Context: an optimization exercise on an open-source flow, tuned for small area. The choices shown serve that exercise and are no tape-out recipe. The RTL was checked by simulation tests, not by an equivalence proof against the original design. Power and IR drop assume default switching activity. The flow treats the clock pin as an ideal source, which a real chip does not have.

job 101:
Design host_terminal_top, start of the top module:
module host_terminal_top #(
   parameter int MEM_WORDS    = 64,
   parameter int CALIB_CYCLES = 16,
   parameter int RING         = 4
) (
   input  logic                 ifclk,
   input  logic                 rst,
   input  term_pkg::term_addr_t term_addr,
   input  term_pkg::reg_addr_t  reg_addr,
   input  logic [31:0]          len,
   input  logic                 read_mode,
   input  logic                 read_req,
   input  logic                 read,
   input  logic                 write_mode,
   input  logic                 write,
   input  term_pkg::reg_data_t  reg_datai,
   output term_pkg::reg_data_t  reg_datao,
   output logic                 read_rdy,
   output logic                 write_rdy,
   output term_pkg::reg_data_t  transfer_status
);
   localparam int WORD_AW = $clog2(MEM_WORDS);
   logic       dram_read_mode;
   logic       dram_read_req;
   logic       dram_read;
   logic       dram_write_mode;
   logic       dram_write;
   logic       ctrl_write;
   term_pkg::reg_data_t  dram_datao;
   term_pkg::reg_data_t  ctrl_datao;
   logic       dram_read_rdy;
   logic       dram_write_rdy;
   logic       cmd_en;
   logic       cmd_rd;
   logic       wr_en;
   logic       rd_en;
   logic       wq_load;
   logic [WORD_AW-1:0]   wq_addr;
   term_pkg::mem_word_t  wq_data;
   logic       cap_win;
   logic [WORD_AW-1:0]   cap_addr;
   logic       cmd_full;
   term_pkg::mem_word_t  rd_word;
   logic       rd_flip;
   logic       rd_empty;
   logic       calib_done;
   term_router term_router_i (
      .term_addr       (term_addr),
      .read_mode       (read_mode),
      .read_req        (read_req),
      .read            (read),
      .write_mode      (write_mode),
      .write           (write),
      .dram_datao      (dram_datao),
      .ctrl_datao      (ctrl_datao),
      .dram_read_rdy   (dram_read_rdy),
      .dram_write_rdy  (dram_write_rdy),
      .dram_read_mode  (dram_read_mode),
      .dram_read_req   (dram_read_req),
      .dram_read       (dram_read),
      .dram_write_mode (dram_write_mode),
      .dram_write      (dram_write),
      .ctrl_write      (ctrl_write),
      .reg_datao       (reg_datao),
      .read_rdy        (read_rdy),
      .write_rdy       (write_rdy),
      .transfer_status (transfer_status)
   );
   dram_bridge #(
      .WORD_AW (WORD_AW)
   ) dram_bridge_i (
  ...
export LEC_CHECK = 0
export ABC_AREA = 1
export CAP_MARGIN = 20
export CORE_MARGIN = 2
export CORE_UTILIZATION = 60
export SLEW_MARGIN = 20
create_clock -name core_clock -period 8.0 [get_ports {ifclk}]
standard.sh (not shown) runs the stock make flow with config.mk's settings and CLKGATE_MAP_FILE= SYNTH_SCRIPT=/design/flow/synth_recipe.tcl, a recipe that flattens the netlist after the stock synthesis.
==> flow/flow/run.sh <==
#!/bin/bash
# The standard layout with three changes:
#  - synthesis is the standard flow's own script, but Yosys's abc maps the logic with an
#    area-oriented ABC script (flow/abc_area.script); the registers are
#    mapped before abc and are the standard synthesis's;
#  - a leaner clock tree (no dummy loads, clusters of up to 16 sinks);
#  - single-size port buffers.
set -euo pipefail
here=$(pwd)
export MY_ABC_SCRIPT="$here/flow/abc_area.script"
export BUFFER_PORTS_ARGS="-buffer_cell sky130_fd_sc_hd__buf_1"
export CTS_ARGS="-sink_clustering_enable -repair_clock_nets -dont_use_dummy_load -buf_list {sky130_fd_sc_hd__clkbuf_8} -sink_clustering_size 20 -sink_clustering_max_diameter 45"
sed "s#SYNTH_SCRIPT=[^ ]*#SYNTH_SCRIPT=$here/flow/synth.tcl#" standard.sh > own_standard.sh
bash own_standard.sh > flow_make.log 2>&1
==> flow/flow/abc_area.script <==
strash
dch
amap -F 4 -A 8
topo
stime -c
==> flow/flow/synth.tcl <==
proc synth {args} { yosys synth -nofsm -noshare {*}$args }
proc abc {args} {
  if { [info exists ::env(MY_ABC_SCRIPT)] } {
    set i [lsearch -exact $args -script]
    if { $i >= 0 } {
      set args [lreplace $args [expr {$i + 1}] [expr {$i + 1}] $::env(MY_ABC_SCRIPT)]
    }
  }
  yosys abc {*}$args
}
source $::env(SCRIPTS_DIR)/synth.tcl
# left out here: clear keep_hierarchy, flatten, clean up, hide names made inside functions, write 1_2_yosys.v
Job 101 was carried through to the last stage, and its layout satisfied the timing, design-rule and antenna checks.
#### Input delta (job 102 over job 101)
# job 101
export LEC_CHECK = 0
export ABC_AREA = 1
export CAP_MARGIN = 20
export CORE_MARGIN = 2
export CORE_UTILIZATION = 60
export SLEW_MARGIN = 20
create_clock -name core_clock -period 8.0 [get_ports {ifclk}]
# job 102
export LEC_CHECK = 0
export ABC_AREA = 1
export CAP_MARGIN = 20
export CORE_MARGIN = 2
export CORE_UTILIZATION = 60
export GPL_TIMING_DRIVEN = 0
export SLEW_MARGIN = 20
create_clock -name core_clock -period 8.0 [get_ports {ifclk}]
==> flow/flow/run.sh <==
#!/bin/bash
# The standard layout with three changes:
#  - synthesis is the standard flow's own script, but Yosys's abc maps the logic with an
#    area-oriented ABC script (flow/abc_area.script); the registers are
#    mapped before abc and are the standard synthesis's;
#  - a leaner clock tree (no dummy loads, clusters of up to 16 sinks);
#  - single-size port buffers.
set -euo pipefail
here=$(pwd)
export MY_ABC_SCRIPT="$here/flow/abc_area.script"
export BUFFER_PORTS_ARGS="-buffer_cell sky130_fd_sc_hd__buf_1"
export CTS_ARGS="-sink_clustering_enable -repair_clock_nets -dont_use_dummy_load -buf_list {sky130_fd_sc_hd__clkbuf_4 sky130_fd_sc_hd__clkbuf_8} -sink_clustering_size 16 -sink_clustering_max_diameter 50"
sed "s#SYNTH_SCRIPT=[^ ]*#SYNTH_SCRIPT=$here/flow/synth.tcl#" standard.sh > own_standard.sh
bash own_standard.sh > flow_make.log 2>&1
Results
Job 102: done, clean on timing, DRC and antenna
The switching power as a share of total power on job 102 is in line with that on job 101.
Looking at core occupancy in the finished layout across job 101 and job 102, the one that comes out higher is job 102.
Measured against each other, job 101 and job 102 differ in final cell count without fillers, the higher figure coming from job 102.
Where clock power is concerned, job 101 is better than job 102.
Going from job 101 to job 102, the total length of routed met2 wires was found to have gone up by 2.9%.
The worst hold slack in job 102 sits 14 ps above the value recorded for job 101.
Job 102: fraction of area in multi-input gates lower than job 101
Post-layout total power grows slightly when moving from job 101 to job 102.
Job 102 reports its endpoint of the most critical setup path as mem_port_model_i.rd_word[10]$_DFFE_PP_ while job 101 reports reg_datao[6].
What job 103 does differently from job 102 at the input level:
# job 102
export LEC_CHECK = 0
export ABC_AREA = 1
export CAP_MARGIN = 20
export CORE_MARGIN = 2
export CORE_UTILIZATION = 60
export GPL_TIMING_DRIVEN = 0
export SLEW_MARGIN = 20
create_clock -name core_clock -period 8.0 [get_ports {ifclk}]
# job 103
export LEC_CHECK = 0
export ABC_AREA = 1
export CAP_MARGIN = 20
export CORE_MARGIN = 2
export CORE_UTILIZATION = 60
export SLEW_MARGIN = 20
create_clock -name core_clock -period 8.0 [get_ports {ifclk}]
==> flow/flow/abc_area.script <==
strash
dch
amap -F 4 -A 8
strash
dch
amap -F 4 -A 8
topo
stime -c
## What came out
Cmp job 103 vs job 102: number of logic stages on the critical path including buffering higher in job 103
On fraction of the mapped netlist area in simple logic gates, job 103 and job 102 are basically level.
Comparing job 103 and job 102, the higher global-route wire length before repair is on job 103.
Changes observed in job 103 relative to job 102: overall power consumption ~0 delta; design area -1700 sq um; clock buffer count from CTS -1.

---

host_terminal_top, a different RTL version from the one above (not shown whole).
For scale: ~2200 flip-flops, ~140 I/O pins, roughly 0.057 mm² of cells after synthesis.
export LEC_CHECK = 0
export ABC_AREA = 1
export CAP_MARGIN = 20
export CORE_MARGIN = 2
export CORE_UTILIZATION = 60
export PLACE_DENSITY = 0.8
export SLEW_MARGIN = 20
create_clock -name core_clock -period 8.0 [get_ports {ifclk}]
==> flow/flow/run.sh <==
#!/bin/bash
# Standard layout with a leaner clock tree (no dummy loads, larger sink
# clusters) and single-size port buffers. Synthesis is the standard flow's own.
set -euo pipefail
export BUFFER_PORTS_ARGS="-buffer_cell sky130_fd_sc_hd__buf_1"
export CTS_ARGS="-sink_clustering_enable -repair_clock_nets -dont_use_dummy_load -buf_list {sky130_fd_sc_hd__clkbuf_16} -sink_clustering_size 36 -sink_clustering_max_diameter 40"
bash standard.sh > flow_make.log 2>&1
The starting point passed the timing, design-rule and antenna checks.
Change:
--- a/flow/flow/run.sh
+++ b/flow/flow/run.sh
@@ -6 +6 @@
-export CTS_ARGS="-sink_clustering_enable -repair_clock_nets -dont_use_dummy_load -buf_list {sky130_fd_sc_hd__clkbuf_16} -sink_clustering_size 36 -sink_clustering_max_diameter 40"
+export CTS_ARGS="-sink_clustering_enable -repair_clock_nets -dont_use_dummy_load -buf_list {sky130_fd_sc_hd__clkbuf_16} -sink_clustering_size 36 -sink_clustering_max_diameter 70"
PLACE_DENSITY = default   (was 0.8)
After rerunning: Worst setup slack is better by 690 ps. Register-to-register slack gets worse by 370 ps. Utilization came out lower by 1.6 points. Hold slack gains 16 ps. Global-route usage barely changes. Critical path depth goes down by 2. Clock power falls by about 25%. Cell area goes down by about 2.5%.

---

host_terminal_top again, from the RTL that the note above started with.
// host_terminal_top
module host_terminal_top #(
   parameter int MEM_WORDS    = 64,
   parameter int CALIB_CYCLES = 16,
   parameter int RING         = 4
) (
   input  logic                 ifclk,
   input  logic                 rst,
   input  term_pkg::term_addr_t term_addr,
   input  term_pkg::reg_addr_t  reg_addr,
   input  logic [31:0]          len,
   input  logic                 read_mode,
   input  logic                 read_req,
   input  logic                 read,
   input  logic                 write_mode,
   input  logic                 write,
   input  term_pkg::reg_data_t  reg_datai,
   output term_pkg::reg_data_t  reg_datao,
   output logic                 read_rdy,
   output logic                 write_rdy,
   output term_pkg::reg_data_t  transfer_status
);
   localparam int WORD_AW = $clog2(MEM_WORDS);
   logic       dram_read_mode;
   logic       dram_read_req;
   logic       dram_read;
   logic       dram_write_mode;
   logic       dram_write;
   logic       ctrl_write;
   term_pkg::reg_data_t  dram_datao;
   term_pkg::reg_data_t  ctrl_datao;
   logic       dram_read_rdy;
   logic       dram_write_rdy;
   logic       cmd_en;
   logic       cmd_rd;
   logic       wr_en;
   logic       rd_en;
   logic       wq_load;
   logic [WORD_AW-1:0]   wq_addr;
   term_pkg::mem_word_t  wq_data;
   logic       cap_win;
   logic [WORD_AW-1:0]   cap_addr;
   logic       cmd_full;
   term_pkg::mem_word_t  rd_word;
   logic       rd_empty;
   logic       calib_done;
   term_router term_router_i (
      .term_addr       (term_addr),
      .read_mode       (read_mode),
      .read_req        (read_req),
      .read            (read),
      .write_mode      (write_mode),
      .write           (write),
      .dram_datao      (dram_datao),
      .ctrl_datao      (ctrl_datao),
      .dram_read_rdy   (dram_read_rdy),
      .dram_write_rdy  (dram_write_rdy),
      .dram_read_mode  (dram_read_mode),
      .dram_read_req   (dram_read_req),
      .dram_read       (dram_read),
      .dram_write_mode (dram_write_mode),
      .dram_write      (dram_write),
      .ctrl_write      (ctrl_write),
      .reg_datao       (reg_datao),
      .read_rdy        (read_rdy),
      .write_rdy       (write_rdy),
      .transfer_status (transfer_status)
   );
   dram_bridge #(
      .WORD_AW (WORD_AW)
  ...
clock: 8.0 ns
lec_check: 0
abc_area: 1
cap_margin: 20
core_margin: 2
core_utilization: 60
gpl_routability_driven: 0
gpl_timing_driven: 0
slew_margin: 20
==> flow/flow/run.sh <==
#!/bin/bash
# Standard layout with a leaner clock tree (no dummy loads, larger sink
# clusters) and single-size port buffers. Synthesis is the standard flow's own.
set -euo pipefail
export BUFFER_PORTS_ARGS="-buffer_cell sky130_fd_sc_hd__buf_1"
export CTS_ARGS="-sink_clustering_enable -repair_clock_nets -dont_use_dummy_load -buf_list {sky130_fd_sc_hd__clkbuf_4 sky130_fd_sc_hd__clkbuf_8} -sink_clustering_size 16 -sink_clustering_max_diameter 50"
bash standard.sh > flow_make.log 2>&1
Then changed:
Settings changed: CORE_UTILIZATION 60 to 50, GPL_ROUTABILITY_DRIVEN 0 to default, GPL_TIMING_DRIVEN 0 to default, PLACE_DENSITY from default to 0.7.
Result:
- first-iteration DRC count decreases by 4.7%
- hold slack improved by 10 ps
- cell area went down by 0.62%
Then changed:
==> flow/run.sh (new file) <==
#!/bin/bash
# synth_recipe.tcl (not shown) runs the flow's synth.tcl, then flattens the netlist and writes it again
# the make line also repeats each setting of config.mk as NAME=value (left out here)
make -C /OpenROAD-flow-scripts/flow DESIGN_CONFIG=/design/flow/config.mk WORK_HOME=/design/flow/orfs CLKGATE_MAP_FILE= SYNTH_SCRIPT=/design/flow/synth_recipe.tcl finish
Settings changed: CORE_UTILIZATION 50 to 60, CTS_BUF_LIST from default to sky130_fd_sc_hd__clkbuf_2 sky130_fd_sc_hd__clkbuf_4 sky130_fd_sc_hd__clkbuf_8, CTS_CLUSTER_SIZE from default to 30, PLACE_DENSITY 0.7 to default.
removed: flow/flow/run.sh
removed: flow/standard.sh
- clock skew rises by 17 ps
- register-to-register slack is better by 200 ps
- global-route usage rises by 5.7 points
- worst hold slack is worse by 18 ps
- die area falls by 16%
- synthesized area does not change
- wire length rises by 4.2%

## separate check: timing with driven ports
The results above use ideal ports. As a check the final layouts listed here were re-extracted and re-timed, cells and wires unchanged.
Step 1 assumes that a clkbuf_16 drives the clock port and a buf_2 every other input.
Step 2 also shifts input and output timing later by t, the mid clock arrival at the registers, as if the neighbouring blocks saw the same clock.
Three values: ideal ports, drivers, drivers and shift; two values: the first two.
run	t, ns	slack for setup (ns)	pins driven straight from the clock port
job 101	0.875	2.155 / 2.133 / 1.545	1
job 102	0.881	0.785 / 0.835 / -0.046	1
job 103	0.889	1.792 / 1.747 / 0.857	1
the first run of note 2	0.796	1.577 / 1.555 / 1.555	1
the second run of note 2	0.746	2.270 / 2.245 / 1.946	1
the first run of note 3	0.908	2.245 / 2.225 / 2.225	1
the second run of note 3	0.881	1.686 / 1.666 / 1.666	1
the third run of note 3	0.992	1.649 / 1.627 / 1.627	1
With both steps, setup timing fails in job 102, where it was met with ideal ports. The setup slack of job 103, which loses most, moves by -0.045 ns with the drivers and by -0.935 ns with both steps.
